From an optimization exercise on the open Yosys and OpenROAD flow, aimed at a short achievable clock period and few clock cycles; shortcuts taken in it are not production practice.
The RTL was checked by simulation tests, not by an equivalence proof against the original design.
No activity file was given, so power comes from the tool's default toggle rates.

File: design/flow/config.mk
export PLATFORM = sky130hd
export DESIGN_NAME = processor
export DESIGN_NICKNAME = processor
export VERILOG_FILES = /design/flow/design.v
export SDC_FILE = /design/flow/constraint.sdc
export NUM_CORES = 4
export LEC_CHECK = 0
export CAP_MARGIN = 20
export CORE_MARGIN = 2
export CORE_UTILIZATION = 40
export SETUP_SLACK_MARGIN = 3.0
export SLEW_MARGIN = 20
export SYNTH_HIERARCHICAL = 1
File: design/flow/standard.sh
#!/bin/bash
# synth_recipe.tcl (not shown) runs the flow's synth.tcl, then flattens the netlist and writes it again
# the make line also repeats each setting of config.mk as NAME=value (left out here)
make -C /OpenROAD-flow-scripts/flow DESIGN_CONFIG=/design/flow/config.mk WORK_HOME=/design/flow/orfs CLKGATE_MAP_FILE= SYNTH_SCRIPT=/design/flow/synth_recipe.tcl "${@:-finish}"
File: design/flow/design.v
`default_nettype none
package isaPkg;
    localparam int wordWidth    = 32;
    localparam int regAddrWidth = 5;
    localparam int opWidth      = 5;
    localparam logic [opWidth-1:0] opAlu  = 5'd0;
    localparam logic [opWidth-1:0] opJ    = 5'd1;
    localparam logic [opWidth-1:0] opBne  = 5'd2;
    localparam logic [opWidth-1:0] opJal  = 5'd3;
    localparam logic [opWidth-1:0] opJr   = 5'd4;
    localparam logic [opWidth-1:0] opAddi = 5'd5;
    localparam logic [opWidth-1:0] opBlt  = 5'd6;
    localparam logic [opWidth-1:0] opSw   = 5'd7;
    localparam logic [opWidth-1:0] opLw   = 5'd8;
endpackage
`default_nettype wire
`default_nettype none
module instrDecoder (
    input  logic [31:0] instr,
    output logic [4:0]  readA,       
    output logic [4:0]  readB,       
    output logic        usesA,       
    output logic        usesB,       
    output logic        immB,        
    output logic [4:0]  dest,
    output logic        writes,      
    output logic        isLoad,
    output logic        isStore,
    output logic        isBne,
    output logic        isBlt,
    output logic        isJump,      
    output logic        isJal,
    output logic        isJr,
    output logic [5:0]  aluSel       
);
    logic [4:0] op, rd, funct;
    logic       isAlu, isAddi;
    assign op    = instr[31:27];
    assign rd    = instr[26:22];
    assign funct = instr[6:2];
    assign readA = instr[21:17];
    assign readB = op[1] ? rd : (op[2] ? rd : instr[16:12]);
    assign isAlu   = (op == isaPkg::opAlu);
    assign isAddi  = (op == isaPkg::opAddi);
    assign isLoad  = (op == isaPkg::opLw);
    assign isStore = (op == isaPkg::opSw);
    assign isBne   = (op == isaPkg::opBne);
    assign isBlt   = (op == isaPkg::opBlt);
    assign isJal   = (op == isaPkg::opJal);
    assign isJump  = (op == isaPkg::opJ) || isJal;
    assign isJr    = (op == isaPkg::opJr);
    assign usesA = isAlu || isAddi || isLoad || isStore || isBne || isBlt;
    assign usesB = isAlu || isBne || isBlt || isJr;
    assign immB  = isAddi || isLoad || isStore;
    assign dest   = isJal ? 5'd31 : rd;
    assign writes = (isAlu || isAddi || isLoad || isJal) && (dest != 5'd0);
    always_comb begin
        aluSel = 6'b000001;
        if (isAlu) begin
            case (funct)
                5'd1:    aluSel = 6'b000010;
                5'd2:    aluSel = 6'b000100;
                5'd3:    aluSel = 6'b001000;
                5'd4:    aluSel = 6'b010000;
                5'd5:    aluSel = 6'b100000;
                default: aluSel = 6'b000001;
            endcase
        end
    end
endmodule
`default_nettype wire
`default_nettype none
module alu (
    input  logic [31:0] opA,
    input  logic [31:0] opB,         
    input  logic        sub,         
    input  logic [3:0]  logicSel,    
    input  logic [4:0]  shamt,
    output logic [15:0] sumLo,       
    output logic        carry16,
    output logic [15:0] sumHi0,      
    output logic [15:0] sumHi1,      
    output logic [31:0] logicResult
);
    logic [31:0] sra;
    logic        cHi0, cHi1;
    addCarry #(.W(16)) uLo  (.a(opA[15:0]),  .b(opB[15:0]),  .cin(sub),  .sum(sumLo),  .cout(carry16));
    addCarry #(.W(16)) uHi0 (.a(opA[31:16]), .b(opB[31:16]), .cin(1'b0), .sum(sumHi0), .cout(cHi0));
    addCarry #(.W(16)) uHi1 (.a(opA[31:16]), .b(opB[31:16]), .cin(1'b1), .sum(sumHi1), .cout(cHi1));
    assign sra = $signed(opA) >>> shamt;    
    assign logicResult = ({32{logicSel[0]}} & (opA & opB))
                       | ({32{logicSel[1]}} & (opA | opB))
                       | ({32{logicSel[2]}} & (opA << shamt))
                       | ({32{logicSel[3]}} & sra);
endmodule
module addCarry #(
    parameter int W = 32
) (
    input  logic [W-1:0] a,
    input  logic [W-1:0] b,
    input  logic         cin,
    output logic [W-1:0] sum,
    output logic         cout
);
    logic [W+1:0] sumWide;
    assign sumWide = {1'b0, a, 1'b1} + {1'b0, b, cin};
    assign sum     = sumWide[W:1];
    assign cout    = sumWide[W+1];
endmodule
module ownedAdd (
    input  logic [21:0] a,
    input  logic [7:0]  d,
    input  logic        cin,
    output logic [21:0] sum
);
    logic [13:0] hiP1, hiM1;
    logic        c8, cP1, cM1;
    addCarry #(.W(8))  uLo  (.a(a[7:0]),  .b(d),         .cin(cin),  .sum(sum[7:0]), .cout(c8));
    addCarry #(.W(14)) uInc (.a(a[21:8]), .b(14'd0),     .cin(1'b1), .sum(hiP1),     .cout(cP1));
    addCarry #(.W(14)) uDec (.a(a[21:8]), .b(14'h3fff),  .cin(1'b0), .sum(hiM1),     .cout(cM1));
    assign sum[21:8] = (c8 == d[7]) ? a[21:8] : (c8 ? hiP1 : hiM1);
endmodule
module nandGate2 (
    input  logic a,
    input  logic b,
    output logic y
);
    assign y = ~(a & b);
endmodule
module nandGate3 (
    input  logic a,
    input  logic b,
    input  logic c,
    output logic y
);
    assign y = ~(a & b & c);
endmodule
module nandGate4 (
    input  logic a,
    input  logic b,
    input  logic c,
    input  logic d,
    output logic y
);
    assign y = ~(a & b & c & d);
endmodule
module invGate (
    input  logic a,
    output logic y
);
    assign y = ~a;
endmodule
module pcBit (
    input  logic j, r, t, s,
    input  logic sJ, sR, sT, sS,
    input  logic x, rA, nrA,
    output logic d
);
    logic a, b, c, e, f, g, h;
    nandGate2 uJ (.a(j), .b(sJ), .y(a));
    nandGate2 uR (.a(r), .b(sR), .y(b));
    nandGate2 uT (.a(t), .b(sT), .y(c));
    nandGate2 uS (.a(s), .b(sS), .y(e));
    nandGate4 uF (.a(a), .b(b), .c(c), .d(e), .y(f));
    nandGate2 uX (.a(x), .b(rA),  .y(g));
    nandGate2 uN (.a(f), .b(nrA), .y(h));
    nandGate2 uD (.a(g), .b(h),   .y(d));
endmodule
module nextSel (
    input  logic [4:0] op,
    input  logic       bneExit,     
    input  logic       bltValid,    
    input  logic       bltTaken,    
    input  logic       immNeg,      
    output logic       sJ, sR, sT, sS
);
    logic bltGuess;
    assign bltGuess = bltValid ? bltTaken : immNeg;
    assign sJ = (op == 5'd1) || (op == 5'd3);
    assign sR = (op == 5'd4);
    assign sT = ((op == 5'd2) && !bneExit) || ((op == 5'd6) && bltGuess);
    assign sS = !(sJ || sR || sT);
endmodule
module pick8 (
    input  logic [7:0] a,
    input  logic [2:0] sel,
    output logic       y
);
    assign y = a[sel];
endmodule
module passGate (
    input  logic a,
    output logic y
);
    assign y = a;
endmodule
module redirectSel (
    input  logic t0, t1, t2, t3,
    output logic rA, nrA
);
    nandGate4 uA (.a(t0), .b(t1), .c(t2), .d(t3), .y(rA));
    invGate   uN (.a(rA), .y(nrA));
endmodule
module equal16 (
    input  logic [15:0] a,
    input  logic [15:0] b,
    output logic        eq
);
    assign eq = (a == b);
endmodule
module notEqual (
    input  logic [31:0] a,
    input  logic [31:0] b,
    output logic        ne
);
    assign ne = |(a ^ b);
endmodule
module lessThan (
    input  logic [31:0] a,
    input  logic [31:0] b,
    output logic        lt
);
    logic [31:0] ua, ub;
    logic [5:0][31:0] l, e;
    assign ua = {~a[31], a[30:0]};
    assign ub = {~b[31], b[30:0]};
    assign l[0] = ~ua & ub;
    assign e[0] = ~(ua ^ ub);
    for (genvar k = 1; k <= 5; k++) begin : level
        for (genvar i = 0; i < (32 >> k); i++) begin : pair
            assign l[k][i] = l[k-1][2*i+1] | (e[k-1][2*i+1] & l[k-1][2*i]);
            assign e[k][i] = e[k-1][2*i+1] & e[k-1][2*i];
        end
        assign l[k][31:(32 >> k)] = '0;
        assign e[k][31:(32 >> k)] = '0;
    end
    assign lt = l[5][0];
endmodule
`default_nettype wire
`default_nettype none
module processor (
    input  logic                            clock,
    input  logic                            rst,
    output logic [isaPkg::wordWidth-1:0]    address_imem,
    input  logic [isaPkg::wordWidth-1:0]    q_imem,
    output logic [isaPkg::wordWidth-1:0]    address_dmem,
    output logic [isaPkg::wordWidth-1:0]    data,
    output logic                            wren,
    input  logic [isaPkg::wordWidth-1:0]    q_dmem,
    output logic                            ctrl_writeEnable,
    output logic [isaPkg::regAddrWidth-1:0] ctrl_writeReg,
    output logic [isaPkg::regAddrWidth-1:0] ctrl_readRegA,
    output logic [isaPkg::regAddrWidth-1:0] ctrl_readRegB,
    output logic [isaPkg::wordWidth-1:0]    data_writeReg,
    input  logic [isaPkg::wordWidth-1:0]    data_readRegA,
    input  logic [isaPkg::wordWidth-1:0]    data_readRegB
);
    logic [31:0] pc1, ras;
    logic [31:0] fImm;
    logic [4:0]  fReadA, fReadB, fDest;
    logic        fUsesA, fUsesB, fImmB, fWrites, fIsLoad, fIsStore;
    logic        fIsBne, fIsBlt, fIsJump, fIsJal, fIsJr, fPredTaken;
    logic [5:0]  fAluSel;
    logic        redirect;
    logic        kBneT, kBneN, kJr, neJr, mBltMiss;    
    logic [9:0]  redirectLo;
    logic [21:0] redirectHi;
    logic [7:0]  redirectD, redirectDP1;
    logic        redirectC;
    instrDecoder uDecode (
        .instr(q_imem), .readA(fReadA), .readB(fReadB), .usesA(fUsesA), .usesB(fUsesB),
        .immB(fImmB), .dest(fDest), .writes(fWrites), .isLoad(fIsLoad), .isStore(fIsStore),
        .isBne(fIsBne), .isBlt(fIsBlt), .isJump(fIsJump), .isJal(fIsJal), .isJr(fIsJr),
        .aluSel(fAluSel)
    );
    logic [9:0]  pcLo;
    logic [21:0] pcHi, pcTrueHi, pcTrueHi1;
    logic [7:0]  pcD, pcDP1;
    logic        pcC;
    assign address_imem = {pcHi, pcLo};
    ownedAdd uTrueHi  (.a(pcHi), .d(pcD),   .cin(pcC), .sum(pcTrueHi));
    ownedAdd uTrueHi1 (.a(pcHi), .d(pcDP1), .cin(pcC), .sum(pcTrueHi1));
    logic [9:0]  lo1, tgtLo;
    logic        c1, cTgt;
    logic [7:0]  fImmD, fImmDP1;            
    logic        cImmD;
    addCarry #(.W(10)) uLo1   (.a(pcLo), .b(10'd0),       .cin(1'b1), .sum(lo1),   .cout(c1));
    addCarry #(.W(10)) uTgtLo (.a(pcLo), .b(q_imem[9:0]), .cin(1'b1), .sum(tgtLo), .cout(cTgt));
    assign fImmD = {q_imem[16], q_imem[16:10]};
    addCarry #(.W(8))  uImmD  (.a(fImmD), .b(8'd0), .cin(1'b1), .sum(fImmDP1), .cout(cImmD));
    assign fImm = {{15{q_imem[16]}}, q_imem[16:0]};
    assign pc1  = {c1 ? pcTrueHi1 : pcTrueHi, lo1};
    logic [7:0]  bhtValid, bhtTaken;
    logic        fBltGuess;
    assign fBltGuess  = bhtValid[pcLo[2:0]] ? bhtTaken[pcLo[2:0]] : q_imem[16];
    logic [7:0]  exitNext;
    assign fPredTaken = (fIsBne && !exitNext[pcLo[2:0]]) || (fIsBlt && fBltGuess);
    logic [48:0] nxJ, nxR, nxT, nxS, nxX, nxD;
    assign nxJ = {q_imem[9:0], 5'd0, q_imem[26:10], 8'd0, 8'd1, 1'b0};
    assign nxR = {ras[9:0], ras[31:10], 8'd0, 8'd1, 1'b0};
    assign nxT = {tgtLo, pcTrueHi, fImmD, fImmDP1, cTgt};
    assign nxS = {lo1, pcTrueHi, 8'd0, 8'd1, c1};
    assign nxX = rst ? {10'd0, 22'd0, 8'd0, 8'd1, 1'b0}
                     : {redirectLo, redirectHi, redirectD, redirectDP1, redirectC};
    logic       bneExitNow, bltValidNow, bltTakenNow;
    pick8 uPickExit  (.a(exitNext), .sel(pcLo[2:0]), .y(bneExitNow));
    pick8 uPickValid (.a(bhtValid), .sel(pcLo[2:0]), .y(bltValidNow));
    pick8 uPickTaken (.a(bhtTaken), .sel(pcLo[2:0]), .y(bltTakenNow));
    logic eqHi, eqLo, neBne, tRst, tBneT, tBneN, tJr;
    equal16   uEqHi (.a(data_readRegA[31:16]), .b(data_readRegB[31:16]), .eq(eqHi));
    equal16   uEqLo (.a(data_readRegA[15:0]),  .b(data_readRegB[15:0]),  .eq(eqLo));
    nandGate2 uNeB  (.a(eqHi), .b(eqLo), .y(neBne));
    assign tRst = !(mBltMiss || rst);
    nandGate3 uTBT  (.a(kBneT), .b(eqHi), .c(eqLo), .y(tBneT));
    nandGate2 uTBN  (.a(kBneN), .b(neBne), .y(tBneN));
    nandGate2 uTJr  (.a(kJr),   .b(neJr),  .y(tJr));
    logic [4:0] gJ, gR, gT, gS, gA, gNA;
    for (genvar g = 0; g < 5; g++) begin : grp
        nextSel uSel (.op(q_imem[31:27]), .bneExit(bneExitNow), .bltValid(bltValidNow),
                      .bltTaken(bltTakenNow), .immNeg(q_imem[16]),
                      .sJ(gJ[g]), .sR(gR[g]), .sT(gT[g]), .sS(gS[g]));
        redirectSel uRed (.t0(tRst), .t1(tBneT), .t2(tBneN), .t3(tJr), .rA(gA[g]), .nrA(gNA[g]));
    end
    for (genvar i = 0; i < 49; i++) begin : nx
        localparam int G = (i >= 39) ? 0 : (i >= 28) ? 1 : (i >= 17) ? 2 : 3;
        pcBit uBit (.j(nxJ[i]), .r(nxR[i]), .t(nxT[i]), .s(nxS[i]),
                    .sJ(gJ[G]), .sR(gR[G]), .sT(gT[G]), .sS(gS[G]),
                    .x(nxX[i]), .rA(gA[G]), .nrA(gNA[G]), .d(nxD[i]));
    end
    always_ff @(posedge clock) begin
        {pcLo, pcHi, pcD, pcDP1, pcC} <= nxD;
    end
    always_ff @(posedge clock) begin
        if (rst)         ras <= '0;
        else if (fIsJal) ras <= pc1;     
    end
    logic        xBubble, xLive;
    logic        xWrites, xIsLoad, xIsStore, xIsBne, xIsBlt, xIsJr, xPredTaken;
    logic        xIsAdd, xSub, xUseK, xIsJal;
    logic [4:0]  xDest, xShamt, xPortA, xPortB;
    logic [2:0]  xBhtIdx;
    logic [3:0]  xLogicSel;
    logic [31:0] xK;                        
    logic [9:0]  xAltLo;
    logic [21:0] xAltHi;
    logic [7:0]  xAltD, xAltDP1;
    logic        xAltC;
    always_ff @(posedge clock) begin
        xBubble <= redirect;
    end
    always_ff @(posedge clock) begin
        xWrites    <= fWrites;
        xIsLoad    <= fIsLoad;
        xIsStore   <= fIsStore;
        xIsBne     <= fIsBne;
        xIsBlt     <= fIsBlt;
        xIsJr      <= fIsJr;
        xPredTaken <= fPredTaken;
        xBhtIdx    <= pcLo[2:0];
        xIsAdd     <= !(|fAluSel[5:2]) && !fIsJal;
        xSub       <= fAluSel[1];
        xUseK      <= fImmB;
        xIsJal     <= fIsJal;
        xDest      <= fDest;
        xShamt     <= q_imem[11:7];
        xLogicSel  <= fAluSel[5:2];
        xPortA     <= fReadA;
        xPortB     <= fReadB;
        xK         <= fIsJal ? pc1 : fImm;
        xAltD   <= 8'd0;
        xAltDP1 <= 8'd1;
        if (fIsJr) begin
            xAltHi <= ras[31:10];  xAltLo <= ras[9:0];  xAltC <= 1'b0;
        end else if (fPredTaken) begin
            xAltHi <= pcTrueHi;    xAltLo <= lo1;       xAltC <= c1;
        end else begin
            xAltHi <= pcTrueHi;    xAltLo <= tgtLo;     xAltC <= cTgt;
            xAltD  <= fImmD;       xAltDP1 <= fImmDP1;
        end
    end
    assign xLive         = !xBubble;
    assign ctrl_readRegA = xPortA;         
    assign ctrl_readRegB = xPortB;         
    logic [31:0] opA, opB, logicResult;
    logic [15:0] sumLo, sumHi0, sumHi1;
    logic        carry16;
    assign opA = data_readRegA;
    logic [3:0] xSubC, xUseKC, fSubC, fUseKC;
    for (genvar q = 0; q < 4; q++) begin : opb
        passGate uS (.a(fAluSel[1]), .y(fSubC[q]));
        passGate uK (.a(fImmB),      .y(fUseKC[q]));
        assign opB[8*q+7:8*q] = xUseKC[q] ? xK[8*q+7:8*q]
                              : (xSubC[q] ? ~data_readRegB[8*q+7:8*q] : data_readRegB[8*q+7:8*q]);
    end
    always_ff @(posedge clock) begin
        xSubC  <= fSubC;
        xUseKC <= fUseKC;
    end
    alu uAlu (
        .opA(opA), .opB(opB), .sub(xSub), .logicSel(xLogicSel), .shamt(xShamt),
        .sumLo(sumLo), .carry16(carry16), .sumHi0(sumHi0), .sumHi1(sumHi1),
        .logicResult(logicResult)
    );
    logic ne, lt, brMiss, jrMiss, bltMiss, xGo;
    notEqual uNe   (.a(data_readRegA), .b(data_readRegB), .ne(ne));
    notEqual uNeJr (.a(data_readRegB), .b({xAltHi, xAltLo}), .ne(neJr));
    lessThan uLt   (.a(data_readRegB), .b(data_readRegA), .lt(lt));
    assign xGo     = xLive && !mBltMiss;     
    assign brMiss  = xIsBne && !ne;
    assign jrMiss  = xIsJr && neJr;
    assign bltMiss = xIsBlt && (lt != xPredTaken);
    always_ff @(posedge clock) begin
        kBneT <= !rst && !redirect && fIsBne &&  fPredTaken;
        kBneN <= !rst && !redirect && fIsBne && !fPredTaken;
        kJr   <= !rst && !redirect && fIsJr;
    end
    assign redirect    = gA[4];     
    always_comb begin
        if (mBltMiss) begin
            redirectLo = mAltLo;  redirectHi = mAltHi;  redirectC = mAltC;
            redirectD  = mAltD;   redirectDP1 = mAltDP1;
        end else if (xIsJr) begin
            redirectLo = data_readRegB[9:0];  redirectHi = data_readRegB[31:10];  redirectC = 1'b0;
            redirectD  = 8'd0;    redirectDP1 = 8'd1;
        end else begin
            redirectLo = xAltLo;  redirectHi = xAltHi;  redirectC = xAltC;
            redirectD  = xAltD;   redirectDP1 = xAltDP1;
        end
    end
    logic        mWrites, mIsLoad, mIsStore, mIsAdd;
    logic [4:0]  mDest;
    logic [31:0] mLog, mStore;
    logic [15:0] mLo, mHi0, mHi1;
    logic        mC16;
    logic [3:0]  mSelLo, mSelHi0, mSelHi1, mSelLog, mLoadW;
    logic [3:0]  mSelLoD, mSelHi0D, mSelHi1D, mSelLogD, mLoadWD;
    for (genvar q = 0; q < 4; q++) begin : msel
        passGate uLo  (.a(!xIsLoad &&  xIsAdd),             .y(mSelLoD[q]));
        passGate uH0  (.a(!xIsLoad &&  xIsAdd && !carry16), .y(mSelHi0D[q]));
        passGate uH1  (.a(!xIsLoad &&  xIsAdd &&  carry16), .y(mSelHi1D[q]));
        passGate uLg  (.a(!xIsLoad && !xIsAdd),             .y(mSelLogD[q]));
        passGate uLd  (.a(xIsLoad),                         .y(mLoadWD[q]));
    end
    logic [9:0]  mAltLo;
    logic [21:0] mAltHi;
    logic [7:0]  mAltD, mAltDP1;
    logic        mAltC;
    logic        mBltDone, mBltTaken, mBneDone, mBneEnding;
    logic [2:0]  mBhtIdx;
    always_ff @(posedge clock) begin
        if (rst) begin
            mWrites  <= 1'b0;
            mIsLoad  <= 1'b0;
            mIsStore <= 1'b0;
            mBltMiss <= 1'b0;
            mBltDone <= 1'b0;
            mBneDone <= 1'b0;
        end else begin
            mWrites  <= xGo && xWrites;
            mIsLoad  <= xGo && xIsLoad;
            mIsStore <= xGo && xIsStore;
            mBltMiss <= xGo && bltMiss;
            mBltDone <= xGo && xIsBlt;
            mBneDone <= xGo && xIsBne;
        end
    end
    always_ff @(posedge clock) begin
        mDest   <= xDest;
        mIsAdd  <= xIsAdd;
        mLo     <= sumLo;
        mHi0    <= sumHi0;
        mHi1    <= sumHi1;
        mC16    <= carry16;
        mSelLo  <= mSelLoD;
        mSelHi0 <= mSelHi0D;
        mSelHi1 <= mSelHi1D;
        mSelLog <= mSelLogD;
        mLoadW  <= mLoadWD;
        mLog    <= logicResult | ({32{xIsJal}} & xK);    
        mStore  <= data_readRegB;
        mAltLo  <= xAltLo;
        mAltHi  <= xAltHi;
        mAltD   <= xAltD;
        mAltDP1 <= xAltDP1;
        mAltC   <= xAltC;
        mBltTaken <= lt;
        mBneEnding <= ne && xPortA == 5'd0 && data_readRegB == 32'd1;
        mBhtIdx   <= xBhtIdx;
    end
    always_ff @(posedge clock) begin
        if (rst) begin
            bhtValid <= '0;
        end else if (mBltDone) begin
            bhtValid[mBhtIdx] <= 1'b1;
        end
    end
    always_ff @(posedge clock) begin
        if (mBltDone) bhtTaken[mBhtIdx] <= mBltTaken;
    end
    always_ff @(posedge clock) begin
        if (rst) begin
            exitNext <= '0;
        end else if (mBneDone) begin
            exitNext[mBhtIdx] <= mBneEnding;
        end
    end
    logic mAddrHi1, mAddrHi0;
    always_ff @(posedge clock) begin
        mAddrHi1 <=  carry16;
        mAddrHi0 <= !carry16;
    end
    assign address_dmem[15:0] = mLo;
    for (genvar i = 0; i < 16; i++) begin : ad
        logic n0, n1;
        nandGate2 uA (.a(mHi0[i]), .b(mAddrHi0), .y(n0));
        nandGate2 uB (.a(mHi1[i]), .b(mAddrHi1), .y(n1));
        nandGate2 uY (.a(n0), .b(n1), .y(address_dmem[16+i]));
    end
    assign data             = mStore;
    assign wren             = mIsStore;
    assign ctrl_writeEnable = mWrites;
    assign ctrl_writeReg    = mDest;
    for (genvar i = 0; i < 32; i++) begin : wb
        localparam int Q = i / 8;
        logic nq, nl, n0, n1;
        nandGate2 uQ (.a(q_dmem[i]), .b(mLoadW[Q]),  .y(nq));
        nandGate2 uL (.a(mLog[i]),   .b(mSelLog[Q]), .y(nl));
        if (i < 16) begin : lo
            nandGate2 uA (.a(mLo[i]), .b(mSelLo[Q]), .y(n0));
            nandGate3 uY (.a(nq), .b(nl), .c(n0), .y(data_writeReg[i]));
        end else begin : hi
            nandGate2 uA (.a(mHi0[i-16]), .b(mSelHi0[Q]), .y(n0));
            nandGate2 uB (.a(mHi1[i-16]), .b(mSelHi1[Q]), .y(n1));
            nandGate4 uY (.a(nq), .b(nl), .c(n0), .d(n1), .y(data_writeReg[i]));
        end
    end
endmodule
`default_nettype wire
File: design/flow/constraint.sdc
create_clock -name core_clock -period 5.5 [get_ports {clock}]
set_input_delay 1.1000 -clock core_clock [delete_from_list [all_inputs] [get_ports {clock}]]
set_output_delay 1.1000 -clock core_clock [all_outputs]
set_load 0.01 [all_outputs]
File: design/flow/flow/run.sh
#!/bin/bash
# The standard layout (standard.sh: the standard flow's synthesis and ORFS steps, unchanged),
# with one difference: the buffers ORFS puts on every input and output port are
# plain sky130_fd_sc_hd__buf_4 cells instead of the delay-buffer cell buffer_ports
# would pick by itself. All of make's output goes to flow_make.log here.
set -euo pipefail
export BUFFER_PORTS_ARGS="-buffer_cell sky130_fd_sc_hd__buf_4"
bash standard.sh > flow_make.log 2>&1
==> impl_metrics.tcl, run 1 <==
set metrics [dict create \
    syn_to_final_growth_pct 36.23 \
    clock-sinks 425 \
    r2r_end "ras[28]" \
    arrival_ns 3.19 \
    finalCritPeriodShare_pct 48.40 \
    insertion_delay_ns 0.63 \
    r2r_setup_slack_ns 2.84 \
    grt_pass1_vias 28650 \
    synth_cells 3702 \
    avgSynthCellArea_sq_um 8.368 \
    fin_crit_ns 2.662 \
    fin_nets 4594 \
    hpwl_um 87080 \
    fin_tns_setup_ns 0 \
    yosys_warnings 8 \
    synth_area_sq_mm 0.03098 \
    clockBufferDepth 3 \
    pin_count 275 \
    critical-path-max-stage-delay_ns 0.36 \
    die_x_um 282.3 \
    p_sw_share_pct 40.92 \
    internal-power_mw 10.17 \
    start_util_pct 40.19 \
    power_frac_clock_pct 19.8 \
    cp_max_fo 6 \
    share_comb_of_total_power_pct 54.2 \
    worstMarginPinSlew_ns 1.091 \
    wl_per_cell_um 23.53 \
    p_leak_nw 17.82 \
    h-tree-depth 2 \
    avgViaCountPerCell 5.746 \
    reg2reg_depth 12 \
    cp.required_ns 6.03 \
    grt_start_max_net_pins 66 \
    min_from "xBhtIdx[0]" \
    maxCapViolations 0 \
    end_kind "flop" \
    fp.dieH_um 282.3 \
    cp-start-kind "flop" \
    port_buffers 274 \
    drc 0 \
    relSlewSlack_pct 27.10 \
    skew_ns 0.04052 \
    rows 102 \
    reg2reg_from "pcLo[0]" \
    core_region_area_sq_mm 0.07708 \
    hold_viol_final 0 \
    crit_top_cell "buf_6" \
    total_power_mw 17.21 \
    fmax_ghz 0.3756 \
    grt_pass1_wl_um 179000 \
    vias 30730 \
    ant_nets 0 \
    drtIter0Drc 3064 \
    critical_path_class "flop to flop" \
    hold_class "flop to flop" \
    vdd_ir_drop_max_mv 0.2767 \
    drt_first_pass_iters 7 \
    path_cells "buf_6 > buf_6 > ha_4 > a211oi_4 > o21ai_2 > a31oi_1 > o21ai_1 > a21o_4 > clkbuf_16 > mux2i_1 > and2_1 > nor3_1" \
    dieArea_sq_mm 0.07969 \
    grt_antenna_before_repair 7 \
    grt.overflow.total 0 \
    grt_usage_pct 29.55 \
    power_density_mw_per_mm2 407.8 \
    status "complete, no violations" \
    p_seq_share_pct 26.0 \
    slew_violations 0 \
    setup_viol 0 \
    path_clk_slew_ns 0.06 \
    cts_tree "built" \
    crit_slowest_cell "dfxtp_4" \
    worstHoldEndpoint "mBhtIdx[0]" \
    hold-path-cell-count 0 \
    gp_congestion 1.024 \
    cts_buffers 49 \
    rsz0062_at_grt "true" \
    wl_um 125800 \
    drive_gt1_share_pct 32.97 \
    root_buffer "clkbuf_16" \
    switchingPower_mw 7.042 \
]
-- state kept, by name, summed over array words and instances (netlist names), 10 cells and up --
register and count:
mStore 32, xAltHi 22, mLo 16, pcHi 22, mHi1 16, xK 32, ras 32, mLog 32
xAltLo 10, mAltHi 22, mAltLo 10, pcLo 10, mHi0 16
-- layout make-up --
cell class                      instances  area (sq um)
Multi-Input combinational cell       3154         24890
Clock buffer                           61          1361
Inverter                              103         421.7
Timing Repair inverter                  1         7.507
Tap cell                             1040          1301
Clock inverter                         27         311.5
Timing Repair Buffer                  536          5166
Sequential cell                       425          8738
Fill cell                            7073         34880
Antenna cell                            1         2.502
-- layout by cell type, fill, tap and decap left out, drive strengths merged, types with 29 or more instances in the layout --
cell    instances
nand4         128
o21ai         176
nand3         133
xor2           33
mux2           77
conb          157
a21oi         177
ha            182
a31oi          41
mux2i         211
mux4           43
nor2          247
nand2         701
a21o           85
buf           529
clkbuf         67
nor2b          29
and2           44
nor3           45
a211oi         42
nand2b         36
o211ai         40
dfxtp         417
xnor2         208
inv           107
-- critical path: cells and delay by family, from the launching register on --
family	cells	cell delay, ns
fa+ha+maj	1	0.22
mux	1	0.12
flops	1	0.36
compound gates	5	1.09
simple gates	2	0.33
buf+inv	3	0.45
-- power by group through the flow --
stage	combinational [mW]	sequential [mW]	clock, mW
floorplan	5.03	4.21	0
global placement	6.78	4.47	0
detailed placement	6.81	4.47	0
CTS	8.04	4.43	3.46
global route	9.98	4.53	3.58
finish	9.33	4.47	3.41
-- timing repair --
action / 4_1_cts / 5_1_grt
resized for setup: 456 / 385
pin swaps: 143 / 225
buffers inserted: 135 / 82
hold buffers: 0 / 0
gates cloned: 7 / 10
endpoints found under the setup margin: 286 / 225
-- metal layers --
metal / GRT usage [%] / up-vias / wire [um]
met4: 15.60 / 2 / 8092
met2: 47.82 / 1464 / 57230
met5: 0 / - / 14
met3: 4.906 / 391 / 9533
met1: 37.70 / 14580 / 50950
li1: - / 14300 / -
-- worst max path at each step --
stage                     start                 to
3_5_place_dp   data_readRegA[0]           pcHi[11]
6_report                pcLo[0]            ras[28]
2_1_floorplan  data_readRegB[7]         mSelHi1[2]
3_3_place_gp   data_readRegA[0]           pcHi[11]
5_1_grt                 pcHi[8]             xK[27]
4_1_cts              q_dmem[20]  data_writeReg[20]
-- metrics by stage --
step	hold WS, ns	setup slack [ns]	instance area (sq um)	instances	util (%)
after floorplan	0.3096	2.444	32180	3851	-
after global placement	0.3099	1.761	34680	5025	44.98
after detailed placement	0.3121	1.788	34680	5025	44.99
after CTS	0.3254	2.835	39630	5255	51.41
after global routing	0.3311	2.794	42200	5347	54.75
final	0.3246	2.838	42200	5348	54.75
Testbench counts, summed over its fixed seeds: cycles 12,410.
==> run 2, diff against run 1 <==
--- a/design/flow/design.v
+++ b/design/flow/design.v
@@ -387,12 +387,21 @@
     assign opA = data_readRegA;
-    logic [3:0] xSubC, xUseKC, fSubC, fUseKC;
-    for (genvar q = 0; q < 4; q++) begin : opb
-        passGate uS (.a(fAluSel[1]), .y(fSubC[q]));
-        passGate uK (.a(fImmB),      .y(fUseKC[q]));
-        assign opB[8*q+7:8*q] = xUseKC[q] ? xK[8*q+7:8*q]
-                              : (xSubC[q] ? ~data_readRegB[8*q+7:8*q] : data_readRegB[8*q+7:8*q]);
+    logic [3:0] xSelK, xSelB, xSelBn, fSelK, fSelB, fSelBn;
+    for (genvar q = 0; q < 4; q++) begin : opbs
+        passGate uK (.a(fImmB),                  .y(fSelK[q]));
+        passGate uB (.a(!fImmB && !fAluSel[1]),  .y(fSelB[q]));
+        passGate uN (.a(!fImmB &&  fAluSel[1]),  .y(fSelBn[q]));
     end
     always_ff @(posedge clock) begin
-        xSubC  <= fSubC;
-        xUseKC <= fUseKC;
+        xSelK  <= fSelK;
+        xSelB  <= fSelB;
+        xSelBn <= fSelBn;
+    end
+    for (genvar i = 0; i < 32; i++) begin : opb
+        localparam int Q = i / 8;
+        logic nb, tk, tb, tn;
+        invGate   uI (.a(data_readRegB[i]), .y(nb));
+        nandGate2 uK (.a(xK[i]),            .b(xSelK[Q]),  .y(tk));
+        nandGate2 uB (.a(data_readRegB[i]), .b(xSelB[Q]),  .y(tb));
+        nandGate2 uN (.a(nb),               .b(xSelBn[Q]), .y(tn));
+        nandGate3 uY (.a(tk), .b(tb), .c(tn), .y(opB[i]));
     end
==> impl_metrics.tcl, run 2 <==
set metrics [dict create \
    end_kind "output pin" \
    drive_gt1_share_pct 31.77 \
    dp_worst_setup_slack_ns 1.793 \
    r2r_end "xK[22]" \
    fin_crit_ns 2.610 \
    start_util_pct 40.30 \
    grt_pass1_wl_um 184000 \
    rsz0062_at_grt "true" \
    fmax_ghz 0.3831 \
    drt_first_pass_iters 6 \
    reg2reg_depth 12 \
    gp_congestion 1.012 \
    wl_per_cell_um 23.30 \
    p_leak_nw 18.01 \
    critical-path-max-stage-delay_ns 0.41 \
    holdBufCountCts 0 \
    rows 102 \
    internal-power_mw 10.07 \
    grt_start_max_net_pins 70 \
    cp_max_fo 8 \
    cts_tree "built" \
    cts_buffers 47 \
    grt.overflow.total 0 \
    dr.max_layer_used "met5" \
    fin_nets 4642 \
    arrival_ns 1.51 \
    setup_ws_ns 2.890 \
    h-tree-depth 2 \
    clockBufferDepth 3 \
    hold-path-cell-count 0 \
    grt_antenna_before_repair 9 \
    skew_ns 0.02335 \
    wl_um 125900 \
    final_common_cell "nand2_1" \
    relSlewSlack_pct 18.78 \
    core_region_area_sq_mm 0.07734 \
    crit_slowest_cell "dfxtp_4" \
    cp-start-kind "flop" \
    crit_top_cell "buf_6" \
    nFillCells 7083 \
    status "complete, no violations" \
    synth_area_sq_mm 0.03117 \
    maxCapViolations 0 \
    drc 0 \
    clock-sinks 429 \
    ant_nets 0 \
    worstMarginPinSlew_ns 1.207 \
    vias 31060 \
    grt_pass1_vias 29310 \
    finalCritPeriodShare_pct 47.46 \
    met3_wirelength_um 9623 \
    path_cells "buf_8 > buf_12 > buf_6 > buf_6" \
    fin_tns_setup_ns 0 \
    reg2reg_from "pcHi[0]" \
    worstHoldEndpoint "mDest[2]" \
    cpLargestDelayFamily "buffers and inverters" \
    yosys_warnings 8 \
    power_density_mw_per_mm2 404.5 \
    final_cell_mix "668 x nand2_1, 368 x dfxtp_1, 348 x buf_4" \
    avgViaCountPerCell 5.750 \
    path_clk_slew_ns 0.06 \
    fp.dieH_um 283.2 \
    pin_count 275 \
    root_buffer "clkbuf_16" \
    hold_slack_ns 0.3262 \
    die_x_um 283.2 \
    power_frac_clock_pct 20.0 \
    p_seq_share_pct 26.4 \
    insertion_delay_ns 0.61 \
    synth_cells 3776 \
    vdd_ir_drop_max_mv 0.2454 \
    port_buffers 274 \
    worstPathBufferInverterCount 4 \
    hold_class "flop to flop" \
    r2r_setup_slack_ns 2.90 \
    dieArea_sq_mm 0.08017 \
    grt_usage_pct 29.36 \
    wl_met2_um 57050 \
    setup_viol 0 \
    switchingPower_mw 6.914 \
    syn_to_final_growth_pct 34.70 \
    wl_met1_um 52940 \
    hold_viol_final 0 \
    slew_violations 0 \
    hpwl_um 87080 \
    critical_path_class "flop to output pin" \
    min_from "xDest[2]" \
    p_sw_share_pct 40.71 \
    avgSynthCellArea_sq_um 8.255 \
    cp.required_ns 4.40 \
    share_comb_of_total_power_pct 53.5 \
    drtIter0Drc 3498 \
]
run 2: cell count changes in the layout (fill, tap and decap cells not counted), sizes merged, moves of 4 or more:
cell,previous run,this run
buf,529,504
nand3,133,161
diode,1,6
o21ai,176,146
xnor2,208,177
a21oi,177,173
clkinvlp,5,11
nand2,701,775
inv,107,135
dfxtp,417,421
clkbuf,67,63
run 2: final cells by class:
type | count | area (sq um) | area share (%)
multi-input cells | 3190 | 24660 | 58.73
flip-flops and latches | 429 | 8805 | 20.97
repair buffers | 510 | 4892 | 11.65
well taps | 1040 | 1301 | 3.099
clock buffers | 57 | 1285 | 3.060
inverters | 135 | 620.6 | 1.478
clock inverters | 31 | 370.4 | 0.8821
repair inverters | 4 | 37.54 | 0.08940
diodes | 6 | 15.01 | 0.03576
run 2: metal layers:
layer  up-vias  track usage (%)
met5         -           0.5952
met4         2            12.62
met3       315            4.316
met2      1403            47.06
met1     14890            39.23
li1      14460                -
run 2: repair_timing:
| item | in CTS | in global routing |
|---|---|---|
| gates cloned | 6 | 11 |
| resized for setup | 434 | 350 |
| setup endpoints to repair | 266 | 227 |
| buffers inserted | 127 | 66 |
| pin swaps | 134 | 164 |
| endpoints found under the hold margin | 0 | 0 |
run 2: worst max-delay path by stage:
stage	slack [ns]	cells past startpoint	end	from
final	2.89	4	address_imem[18]	pcHi[8]
after global routing	2.84	14	ras[30]	pcHi[8]
after CTS	2.89	4	data_writeReg[23]	q_dmem[23]
after detailed placement	1.79	10	pcHi[11]	data_readRegA[16]
after global placement	1.79	10	pcHi[17]	data_readRegA[16]
after floorplan	2.53	12	mSelHi0[2]	data_readRegB[1]
run 2: power groups by stage:
stage               Clock, mW  Sequential [mW]  Combinational, mW
floorplan                   0             4.24               5.06
global placement            0             4.53               6.79
detailed placement          0             4.53               6.83
CTS                      3.46             4.44               8.14
global route             3.57             4.54               9.75
finish                   3.40             4.49               9.09
run 2: worst register-to-register path: stages, from the launching register on:
cell and delay [ns]:
dfxtp_4 0.38, ha_4 0.26, a21o_1 0.14, a21oi_4 0.08, o31ai_4 0.25, buf_4 0.18
a31o_4 0.17, buf_12 0.16, mux2i_1 0.29, mux2i_2 0.14, mux2i_2 0.17, and2_4 0.20
nor2_4 0.04
run 2: stage by stage:
| step | util [%] | cell area, sq um | power, mW | cells |
|---|---|---|---|---|
| after floorplan | - | 32600 | 9.299 | 3925 |
| after global placement | 45.35 | 35070 | 11.32 | 5098 |
| after detailed placement | 45.35 | 35070 | 11.35 | 5098 |
| after CTS | 51.38 | 39730 | 16.04 | 5319 |
| after global routing | 54.28 | 41980 | 17.87 | 5398 |
| final | 54.29 | 41990 | 16.98 | 5402 |
Testbench counts of run 2, summed over its fixed seeds: cycles 12,410.
==> run 3, diff against run 2 <==
--- a/design/flow/design.v
+++ b/design/flow/design.v
@@ -109,2 +109,10 @@
 endmodule
+module incDec14 (
+    input  logic [13:0] a,
+    output logic [13:0] inc,
+    output logic [13:0] dec
+);
+    assign inc = a + 14'd1;
+    assign dec = a - 14'd1;
+endmodule
 module ownedAdd (
@@ -116,6 +124,5 @@
     logic [13:0] hiP1, hiM1;
-    logic        c8, cP1, cM1;
+    logic        c8;
     addCarry #(.W(8))  uLo  (.a(a[7:0]),  .b(d),         .cin(cin),  .sum(sum[7:0]), .cout(c8));
-    addCarry #(.W(14)) uInc (.a(a[21:8]), .b(14'd0),     .cin(1'b1), .sum(hiP1),     .cout(cP1));
-    addCarry #(.W(14)) uDec (.a(a[21:8]), .b(14'h3fff),  .cin(1'b0), .sum(hiM1),     .cout(cM1));
+    incDec14 uInc (.a(a[21:8]), .inc(hiP1), .dec(hiM1));
     assign sum[21:8] = (c8 == d[7]) ? a[21:8] : (c8 ? hiP1 : hiM1);
@@ -197,7 +204,103 @@
 module redirectSel (
-    input  logic t0, t1, t2, t3,
+    input  logic t0, t1, t2, t3, t4, t5,
     output logic rA, nrA
 );
-    nandGate4 uA (.a(t0), .b(t1), .c(t2), .d(t3), .y(rA));
-    invGate   uN (.a(rA), .y(nrA));
+    logic nu, nv;
+    nandGate3 uU  (.a(t0), .b(t1), .c(t2), .y(nu));
+    nandGate3 uV  (.a(t3), .b(t4), .c(t5), .y(nv));
+    nor2Gate  uNA (.a(nu), .b(nv), .y(nrA));
+    or2Gate   uA  (.a(nu), .b(nv), .y(rA));
+endmodule
+module or2Gate (
+    input  logic a,
+    input  logic b,
+    output logic y
+);
+    assign y = a | b;
+endmodule
+module nor2Gate (
+    input  logic a,
+    input  logic b,
+    output logic y
+);
+    assign y = ~(a | b);
+endmodule
+module aoi21Gate (
+    input  logic a,
+    input  logic b,
+    input  logic c,
+    output logic y
+);
+    assign y = ~((a & b) | c);
+endmodule
+module oai21Gate (
+    input  logic a,
+    input  logic b,
+    input  logic c,
+    output logic y
+);
+    assign y = ~((a | b) & c);
+endmodule
+module ltLeaf (
+    input  logic a,
+    input  logic b,
+    output logic l,
+    output logic e
+);
+    ltLess  uL (.a(a), .b(b), .y(l));
+    ltEqual uE (.a(a), .b(b), .y(e));
+endmodule
+module ltLess (
+    input  logic a,
+    input  logic b,
+    output logic y
+);
+    assign y = a & ~b;
+endmodule
+module ltEqual (
+    input  logic a,
+    input  logic b,
+    output logic y
+);
+    assign y = ~(a ^ b);
+endmodule
+module lessThanTree (
+    input  logic [31:0] a,
+    input  logic [31:0] b,
+    output logic        lt,
+    output logic        ge
+);
+    logic [31:0] l0, e0;
+    logic [15:0] l1, e1;
+    logic [7:0]  l2, e2;
+    logic [3:0]  l3, e3;
+    logic [1:0]  l4, e4;
+    logic        l5, e5;
+    for (genvar i = 0; i < 32; i++) begin : leaf
+        if (i == 31) begin : sgn
+            ltLeaf u (.a(b[i]), .b(a[i]), .l(l0[i]), .e(e0[i]));
+        end else begin : mag
+            ltLeaf u (.a(a[i]), .b(b[i]), .l(l0[i]), .e(e0[i]));
+        end
+    end
+    for (genvar i = 0; i < 16; i++) begin : lv1
+        aoi21Gate uL (.a(e0[2*i+1]), .b(l0[2*i]), .c(l0[2*i+1]), .y(l1[i]));
+        nandGate2 uE (.a(e0[2*i+1]), .b(e0[2*i]), .y(e1[i]));
+    end
+    for (genvar i = 0; i < 8; i++) begin : lv2
+        oai21Gate uL (.a(e1[2*i+1]), .b(l1[2*i]), .c(l1[2*i+1]), .y(l2[i]));
+        nor2Gate  uE (.a(e1[2*i+1]), .b(e1[2*i]), .y(e2[i]));
+    end
+    for (genvar i = 0; i < 4; i++) begin : lv3
+        aoi21Gate uL (.a(e2[2*i+1]), .b(l2[2*i]), .c(l2[2*i+1]), .y(l3[i]));
+        nandGate2 uE (.a(e2[2*i+1]), .b(e2[2*i]), .y(e3[i]));
+    end
+    for (genvar i = 0; i < 2; i++) begin : lv4
+        oai21Gate uL (.a(e3[2*i+1]), .b(l3[2*i]), .c(l3[2*i+1]), .y(l4[i]));
+        nor2Gate  uE (.a(e3[2*i+1]), .b(e3[2*i]), .y(e4[i]));
+    end
+    aoi21Gate uL5 (.a(e4[1]), .b(l4[0]), .c(l4[1]), .y(l5));
+    assign e5 = 1'b0;                     
+    assign ge = l5;                       
+    invGate uLt (.a(l5), .y(lt));
 endmodule
@@ -264,3 +367,3 @@
     logic        redirect;
-    logic        kBneT, kBneN, kJr, neJr, mBltMiss;    
+    logic        kBneT, kBneN, kBltT, kBltN, kJr, neJr, lt, ge;    
     logic [9:0]  redirectLo;
@@ -285,7 +388,6 @@
     logic [7:0]  fImmD, fImmDP1;            
-    logic        cImmD;
-    addCarry #(.W(10)) uLo1   (.a(pcLo), .b(10'd0),       .cin(1'b1), .sum(lo1),   .cout(c1));
+    assign {c1, lo1} = {1'b0, pcLo} + 11'd1;      
     addCarry #(.W(10)) uTgtLo (.a(pcLo), .b(q_imem[9:0]), .cin(1'b1), .sum(tgtLo), .cout(cTgt));
     assign fImmD = {q_imem[16], q_imem[16:10]};
-    addCarry #(.W(8))  uImmD  (.a(fImmD), .b(8'd0), .cin(1'b1), .sum(fImmDP1), .cout(cImmD));
+    assign fImmDP1 = fImmD + 8'd1;
     assign fImm = {{15{q_imem[16]}}, q_imem[16:0]};
@@ -308,3 +410,3 @@
     pick8 uPickTaken (.a(bhtTaken), .sel(pcLo[2:0]), .y(bltTakenNow));
-    logic eqHi, eqLo, neBne, tRst, tBneT, tBneN, tJr;
+    logic eqHi, eqLo, neBne, tRst, tBneT, tBneN, tJr, tBltT, tBltN;
     equal16   uEqHi (.a(data_readRegA[31:16]), .b(data_readRegB[31:16]), .eq(eqHi));
@@ -312,3 +414,5 @@
     nandGate2 uNeB  (.a(eqHi), .b(eqLo), .y(neBne));
-    assign tRst = !(mBltMiss || rst);
+    assign tRst = !rst;
+    nandGate2 uTLT  (.a(kBltT), .b(ge), .y(tBltT));
+    nandGate2 uTLN  (.a(kBltN), .b(lt), .y(tBltN));
     nandGate3 uTBT  (.a(kBneT), .b(eqHi), .c(eqLo), .y(tBneT));
@@ -316,4 +420,4 @@
     nandGate2 uTJr  (.a(kJr),   .b(neJr),  .y(tJr));
-    logic [4:0] gJ, gR, gT, gS, gA, gNA;
-    for (genvar g = 0; g < 5; g++) begin : grp
+    logic [6:0] gJ, gR, gT, gS, gA, gNA;
+    for (genvar g = 0; g < 7; g++) begin : grp
         nextSel uSel (.op(q_imem[31:27]), .bneExit(bneExitNow), .bltValid(bltValidNow),
@@ -321,6 +425,7 @@
                       .sJ(gJ[g]), .sR(gR[g]), .sT(gT[g]), .sS(gS[g]));
-        redirectSel uRed (.t0(tRst), .t1(tBneT), .t2(tBneN), .t3(tJr), .rA(gA[g]), .nrA(gNA[g]));
+        redirectSel uRed (.t0(tRst), .t1(tBneT), .t2(tBneN), .t3(tJr), .t4(tBltT), .t5(tBltN),
+                          .rA(gA[g]), .nrA(gNA[g]));
     end
     for (genvar i = 0; i < 49; i++) begin : nx
-        localparam int G = (i >= 39) ? 0 : (i >= 28) ? 1 : (i >= 17) ? 2 : 3;
+        localparam int G = (i >= 39) ? 0 : (i >= 31) ? 1 : (i >= 24) ? 2 : (i >= 17) ? 3 : (i >= 9) ? 4 : 5;
         pcBit uBit (.j(nxJ[i]), .r(nxR[i]), .t(nxT[i]), .s(nxS[i]),
@@ -412,7 +517,7 @@
     );
-    logic ne, lt, brMiss, jrMiss, bltMiss, xGo;
+    logic ne, brMiss, jrMiss, bltMiss, xGo;
     notEqual uNe   (.a(data_readRegA), .b(data_readRegB), .ne(ne));
     notEqual uNeJr (.a(data_readRegB), .b({xAltHi, xAltLo}), .ne(neJr));
-    lessThan uLt   (.a(data_readRegB), .b(data_readRegA), .lt(lt));
-    assign xGo     = xLive && !mBltMiss;     
+    lessThanTree uLt (.a(data_readRegA), .b(data_readRegB), .lt(lt), .ge(ge));    
+    assign xGo     = xLive;                  
     assign brMiss  = xIsBne && !ne;
@@ -424,9 +529,8 @@
         kJr   <= !rst && !redirect && fIsJr;
+        kBltT <= !rst && !redirect && fIsBlt &&  fPredTaken;
+        kBltN <= !rst && !redirect && fIsBlt && !fPredTaken;
     end
-    assign redirect    = gA[4];     
+    assign redirect    = gA[6];     
     always_comb begin
-        if (mBltMiss) begin
-            redirectLo = mAltLo;  redirectHi = mAltHi;  redirectC = mAltC;
-            redirectD  = mAltD;   redirectDP1 = mAltDP1;
-        end else if (xIsJr) begin
+        if (xIsJr) begin
             redirectLo = data_readRegB[9:0];  redirectHi = data_readRegB[31:10];  redirectC = 1'b0;
@@ -452,6 +556,2 @@
     end
-    logic [9:0]  mAltLo;
-    logic [21:0] mAltHi;
-    logic [7:0]  mAltD, mAltDP1;
-    logic        mAltC;
     logic        mBltDone, mBltTaken, mBneDone, mBneEnding;
@@ -463,3 +563,2 @@
             mIsStore <= 1'b0;
-            mBltMiss <= 1'b0;
             mBltDone <= 1'b0;
@@ -470,3 +569,2 @@
             mIsStore <= xGo && xIsStore;
-            mBltMiss <= xGo && bltMiss;
             mBltDone <= xGo && xIsBlt;
@@ -489,7 +587,2 @@
         mStore  <= data_readRegB;
-        mAltLo  <= xAltLo;
-        mAltHi  <= xAltHi;
-        mAltD   <= xAltD;
-        mAltDP1 <= xAltDP1;
-        mAltC   <= xAltC;
         mBltTaken <= lt;
==> impl_metrics.tcl, run 3 <==
set metrics [dict create \
    grt_pass1_vias 25630 \
    final_cell_mix "665 x nand2_1, 322 x dfxtp_1, 276 x buf_4" \
    drtIter0Drc 2779 \
    crit_slowest_cell "buf_4" \
    drt_first_pass_iters 6 \
    vias 27310 \
    gp_congestion 0.9938 \
    grt_usage_pct 29.83 \
    start_util_pct 40.55 \
    synth_cells 3385 \
    cp-start-kind "input pin" \
    yosys_warnings 8 \
    dieArea_sq_mm 0.07191 \
    avgSynthCellArea_sq_um 8.246 \
    insertion_delay_ns 0.61 \
    path_cells "buf_6 > nand2_2 > nand4_1 > buf_4" \
    h-tree-depth 2 \
    path_clk_slew_ns 0.05 \
    hold_class "flop to flop" \
    synth_area_sq_mm 0.02791 \
    grt_pass1_wl_um 163100 \
    skew_ns 0.02292 \
    holdBufCountCts 0 \
    clock-sinks 381 \
    r2r_setup_slack_ns 2.95 \
    port_buffers 274 \
    worstPathBufferInverterCount 2 \
    fin_crit_ns 2.637 \
    cp.required_ns 4.40 \
    ant_nets 0 \
    reg2reg_depth 13 \
    die_x_um 268.2 \
    rows 96 \
    slew_violations 0 \
    setup_viol 0 \
    hold_slack_ns 0.3258 \
    cts_buffers 44 \
    status "complete, no violations" \
    dp_worst_setup_slack_ns 2.002 \
    relSlewSlack_pct 29.49 \
    drive_gt1_share_pct 32.44 \
    cpLargestDelayFamily "buffers and inverters" \
    clockBufferDepth 3 \
    critical-path-max-stage-delay_ns 0.18 \
    finalCritPeriodShare_pct 47.94 \
    core_region_area_sq_mm 0.06883 \
    arrival_ns 1.54 \
    pin_count 275 \
    grt_antenna_before_repair 1 \
    setup_ws_ns 2.863 \
    grt_start_max_net_pins 120 \
    grt.overflow.total 0 \
    drc 0 \
    vdd_ir_drop_max_mv 0.2913 \
    cp_max_fo 1 \
    critical_path_class "input pin to output pin" \
    fmax_ghz 0.3792 \
    fin_nets 3975 \
    r2r_end "pcHi[15]" \
    rsz0062_at_grt "true" \
    fin_tns_setup_ns 0 \
    cts_tree "built" \
    syn_to_final_growth_pct 33.22 \
    final_common_cell "nand2_1" \
    reg2reg_from "pcHi[0]" \
    worstMarginPinSlew_ns 1.041 \
    end_kind "output pin" \
    setup.worst_path.start "q_dmem[21]" \
    avgViaCountPerCell 5.787 \
    wl_um 112600 \
    hpwl_um 78020 \
    wl_per_cell_um 23.85 \
    maxCapViolations 0 \
    path_depth 4 \
    nFillCells 6220 \
    fp.dieH_um 268.2 \
    hold_viol_final 0 \
    endpoint "data_writeReg[21]" \
    power_density_mw_per_mm2 354.6 \
    p_leak_nw 15.37 \
    root_buffer "clkbuf_16" \
]
-- run 3: repair_timing --
| action | CTS | global route |
|---|---|---|
| setup endpoints to repair | 253 | 214 |
| pin swaps | 92 | 140 |
| resized for setup | 379 | 324 |
| gates cloned | 8 | 2 |
| buffers inserted | 68 | 58 |
-- run 3: metal layers --
metal / part of all wire (%) / routed length [um] / vias up / global-route usage (%)
met2: 46 / 51290 / 1261 / 47.64
met1: 42 / 46860 / 13090 / 39.56
met5: 0 / 0 / - / 0
met3: 8.4 / 9438 / 276 / 5.608
met4: 4.4 / 4981 / 0 / 12.12
li1: - / - / 12680 / -
-- run 3: power by group --
part | switching, mW | total [mW] | internal (mW)
registers | 0.639 | 3.86 | 3.22
clock network | 1.27 | 3.18 | 1.90
logic | 3.27 | 6.15 | 2.88
-- run 3: through the flow --
stage	cell area (sq um)	std cells	power, mW	utilization, %
2_1_floorplan	29020	3445	7.139	-
3_3_place_gp	31290	4504	8.721	45.46
3_5_place_dp	31290	4504	8.734	45.46
4_1_cts	35220	4657	12.58	51.17
5_1_grt	37180	4717	13.81	54.02
6_report	37180	4719	13.19	54.02
-- run 3: cell type report --
cell class / instances / area [sq um] / area share (%)
Clock inverter: 16 / 289.0 / 0.7773
Antenna cell: 2 / 5.005 / 0.01346
Inverter: 86 / 384.1 / 1.033
Timing Repair Buffer: 432 / 4292 / 11.54
Sequential cell: 381 / 7829 / 21.05
Tap cell: 931 / 1165 / 3.133
Clock buffer: 61 / 1266 / 3.405
Multi-Input combinational cell: 2810 / 21950 / 59.04
-- run 3: worst min path at each step --
| stage | start | end | slack, ns | depth (start not counted) |
|---|---|---|---|---|
| global placement | xBhtIdx[1] | mBhtIdx[1] | 0.31 | 0 |
| detailed placement | xBhtIdx[1] | mBhtIdx[1] | 0.31 | 0 |
| CTS | xBhtIdx[1] | mBhtIdx[1] | 0.32 | 0 |
| floorplan | xBhtIdx[0] | mBhtIdx[0] | 0.31 | 0 |
| finish | xDest[3] | mDest[3] | 0.33 | 0 |
| global route | xBhtIdx[1] | mBhtIdx[1] | 0.33 | 0 |
Testbench counts of run 3, summed over its fixed seeds: cycles 12,350.
==> run 4, diff against run 3 <==
--- a/design/flow/design.v
+++ b/design/flow/design.v
@@ -320,23 +320,2 @@
 endmodule
-module lessThan (
-    input  logic [31:0] a,
-    input  logic [31:0] b,
-    output logic        lt
-);
-    logic [31:0] ua, ub;
-    logic [5:0][31:0] l, e;
-    assign ua = {~a[31], a[30:0]};
-    assign ub = {~b[31], b[30:0]};
-    assign l[0] = ~ua & ub;
-    assign e[0] = ~(ua ^ ub);
-    for (genvar k = 1; k <= 5; k++) begin : level
-        for (genvar i = 0; i < (32 >> k); i++) begin : pair
-            assign l[k][i] = l[k-1][2*i+1] | (e[k-1][2*i+1] & l[k-1][2*i]);
-            assign e[k][i] = e[k-1][2*i+1] & e[k-1][2*i];
-        end
-        assign l[k][31:(32 >> k)] = '0;
-        assign e[k][31:(32 >> k)] = '0;
-    end
-    assign lt = l[5][0];
-endmodule
 `default_nettype wire
@@ -442,4 +421,4 @@
     logic        xBubble, xLive;
-    logic        xWrites, xIsLoad, xIsStore, xIsBne, xIsBlt, xIsJr, xPredTaken;
-    logic        xIsAdd, xSub, xUseK, xIsJal;
+    logic        xWrites, xIsLoad, xIsStore, xIsBne, xIsBlt, xIsJr;
+    logic        xIsAdd, xSub, xIsJal;
     logic [4:0]  xDest, xShamt, xPortA, xPortB;
@@ -462,3 +441,2 @@
         xIsJr      <= fIsJr;
-        xPredTaken <= fPredTaken;
         xBhtIdx    <= pcLo[2:0];
@@ -466,3 +444,2 @@
         xSub       <= fAluSel[1];
-        xUseK      <= fImmB;
         xIsJal     <= fIsJal;
@@ -517,3 +494,3 @@
     );
-    logic ne, brMiss, jrMiss, bltMiss, xGo;
+    logic ne, xGo;
     notEqual uNe   (.a(data_readRegA), .b(data_readRegB), .ne(ne));
@@ -522,5 +499,2 @@
     assign xGo     = xLive;                  
-    assign brMiss  = xIsBne && !ne;
-    assign jrMiss  = xIsJr && neJr;
-    assign bltMiss = xIsBlt && (lt != xPredTaken);
     always_ff @(posedge clock) begin
@@ -542,3 +516,3 @@
     end
-    logic        mWrites, mIsLoad, mIsStore, mIsAdd;
+    logic        mWrites, mIsLoad, mIsStore;
     logic [4:0]  mDest;
@@ -546,3 +520,2 @@
     logic [15:0] mLo, mHi0, mHi1;
-    logic        mC16;
     logic [3:0]  mSelLo, mSelHi0, mSelHi1, mSelLog, mLoadW;
@@ -575,3 +548,2 @@
         mDest   <= xDest;
-        mIsAdd  <= xIsAdd;
         mLo     <= sumLo;
@@ -579,3 +551,2 @@
         mHi1    <= sumHi1;
-        mC16    <= carry16;
         mSelLo  <= mSelLoD;
==> impl_metrics.tcl, run 4 <==
set metrics [dict create \
    status "complete, no violations" \
    skew_ns 0.03554 \
    wl_um 113300 \
    drt_first_pass_iters 6 \
    clock-sinks 381 \
    rsz0062_at_grt "true" \
    vias 27460 \
    end_kind "output pin" \
    fin_crit_ns 2.614 \
    cp_max_fo 1 \
    synth_area_sq_mm 0.02793 \
    hold_class "flop to flop" \
    insertion_delay_ns 0.59 \
    yosys_warnings 8 \
    slew_violations 0 \
    final_cell_mix "689 x nand2_1, 324 x dfxtp_1, 272 x buf_4" \
    h-tree-depth 2 \
    fin_tns_setup_ns 0 \
    grt.overflow.total 0 \
    drc 0 \
    holdBufCountCts 0 \
    hold_viol_final 0 \
    synth_cells 3384 \
    postLayoutCoreUtil_pct 53.16 \
    cts_buffers 45 \
    start_util_pct 40.58 \
    avgViaCountPerCell 5.839 \
    pin_count 275 \
    final_common_cell "nand2_1" \
    core_region_area_sq_mm 0.06883 \
    clockBufferDepth 3 \
    dieArea_sq_mm 0.07195 \
    cp-start-kind "input pin" \
    fmax_ghz 0.3825 \
    grt_pass1_vias 25800 \
    drtIter0Drc 2856 \
    drive_gt1_share_pct 31.66 \
    port_buffers 274 \
    power_density_mw_per_mm2 354.6 \
    grt_usage_pct 29.97 \
    grt_start_max_net_pins 119 \
    syn_to_final_growth_pct 31.00 \
    avgSynthCellArea_sq_um 8.253 \
    fp.dieH_um 268.2 \
    p_leak_nw 15.14 \
    cts_tree "built" \
    gp_congestion 1.026 \
    worstMarginPinSlew_ns 1.246 \
    root_buffer "clkbuf_16" \
    wl_per_cell_um 24.09 \
    rows 96 \
    setup_viol 0 \
    antenna_cells 0 \
    grt_pass1_wl_um 164300 \
    relSlewSlack_pct 16.14 \
    cp.required_ns 4.40 \
    path_clk_slew_ns 0.06 \
    fin_nets 3955 \
    critical_path_class "input pin to output pin" \
    ant_nets 0 \
    die_x_um 268.2 \
    finalCritPeriodShare_pct 47.53 \
    hpwl_um 78860 \
    grt_antenna_before_repair 1 \
    maxCapViolations 0 \
    arrival_ns 1.51 \
    vdd_ir_drop_max_mv 0.2423 \
]
==> run 4: stage by stage <==
step	area [sq um]	power [mW]	hold WS (ns)	instances	worst slack, ns
global placement	31320	8.751	0.3097	4504	2.048
floorplan	29030	7.167	0.3096	3444	2.530
finish	36590	12.97	0.3248	4702	2.886
detailed placement	31320	8.757	0.3121	4504	2.033
global route	36590	13.58	0.3290	4702	2.862
CTS	35060	12.52	0.3260	4654	2.853
==> run 4: final cells by class <==
class	count	area (sq um)
fillers	6298	32240
multi-input cells	2811	21730
flip-flops and latches	381	7816
repair buffers	415	3999
clock buffers	63	1338
well taps	931	1165
inverters	82	366.6
clock inverters	19	175.2
==> run 4: final timing paths <==
| kind | from | end | slack [ns] | cells after the start |
|---|---|---|---|---|
| worst max-delay path | q_dmem[22] | data_writeReg[22] | 2.89 | 4 |
| worst min-delay path | xBhtIdx[2] | mBhtIdx[2] | 0.32 | 0 |
| worst max register to register | pcHi[0] | ras[18] | 2.92 | 11 |
| worst min register to register | xBhtIdx[2] | mBhtIdx[2] | 0.32 | 0 |
==> run 4: routing by layer <==
| layer | vias to the layer above | global-route usage (%) | part of all wire [%] |
|---|---|---|---|
| met1 | 13210 | 40.14 | 42 |
| li1 | 12650 | - | - |
| met4 | 0 | 11.26 | 4.2 |
| met3 | 258 | 5.315 | 8.3 |
| met2 | 1343 | 48.05 | 46 |
| met5 | - | 0 | 0 |
==> run 4: worst max-delay path, stage by stage <==
cell,delay (ns)
buf_6,0.09
nand2_2,0.05
nand4_1,0.10
buf_4,0.17
==> run 4: repair_timing <==
action	in CTS	in global routing
endpoints found under the setup margin	262	203
cloned	8	3
pin swaps	82	92
buffers inserted	60	45
resized for setup	368	251
==> run 4: power by group <==
group          total (mW)  internal, mW  switching, mW
logic                6.03          2.81           3.22
clock network        3.08          1.80           1.28
registers            3.86          3.22          0.643
Testbench counts of run 4, summed over its fixed seeds: cycles 12,350.

static timing again, ports no longer ideal:
No port has a modelled driver above. Below, the same layouts with a new extraction and two added sets of constraints. Step 1 assumes that a clkbuf_16 drives the clock port and a buf_2 every other input. Step 2 moves the port delays by t, midway between the first and last clock arrival at a register: inputs arrive t later, outputs are due t later. That takes back most of the time a late clock gives input paths. Slacks: ideal / step 1 / step 2; pairs: ideal / step 1.
| run | shift t [ns] | setup WS [ns] | hold slack, ns | pins driven straight from the clock port |
|---|---|---|---|---|
| run 1 | 0.671 | 2.838 / 2.792 / 2.191 | 0.325 / 0.325 / 0.325 | 1 |
| run 2 | 0.666 | 2.890 / 2.825 / 2.236 | 0.326 / 0.326 / 0.326 | 1 |
| run 3 | 0.659 | 2.863 / 2.827 / 2.230 | 0.326 / 0.326 / 0.326 | 1 |
| run 4 | 0.643 | 2.886 / 2.855 / 2.264 | 0.325 / 0.325 / 0.325 | 1 |
After both steps every run listed still meets setup and hold. The setup slack of run 2, which loses most, moves by -0.065 ns with the drivers and by -0.654 ns with both steps.
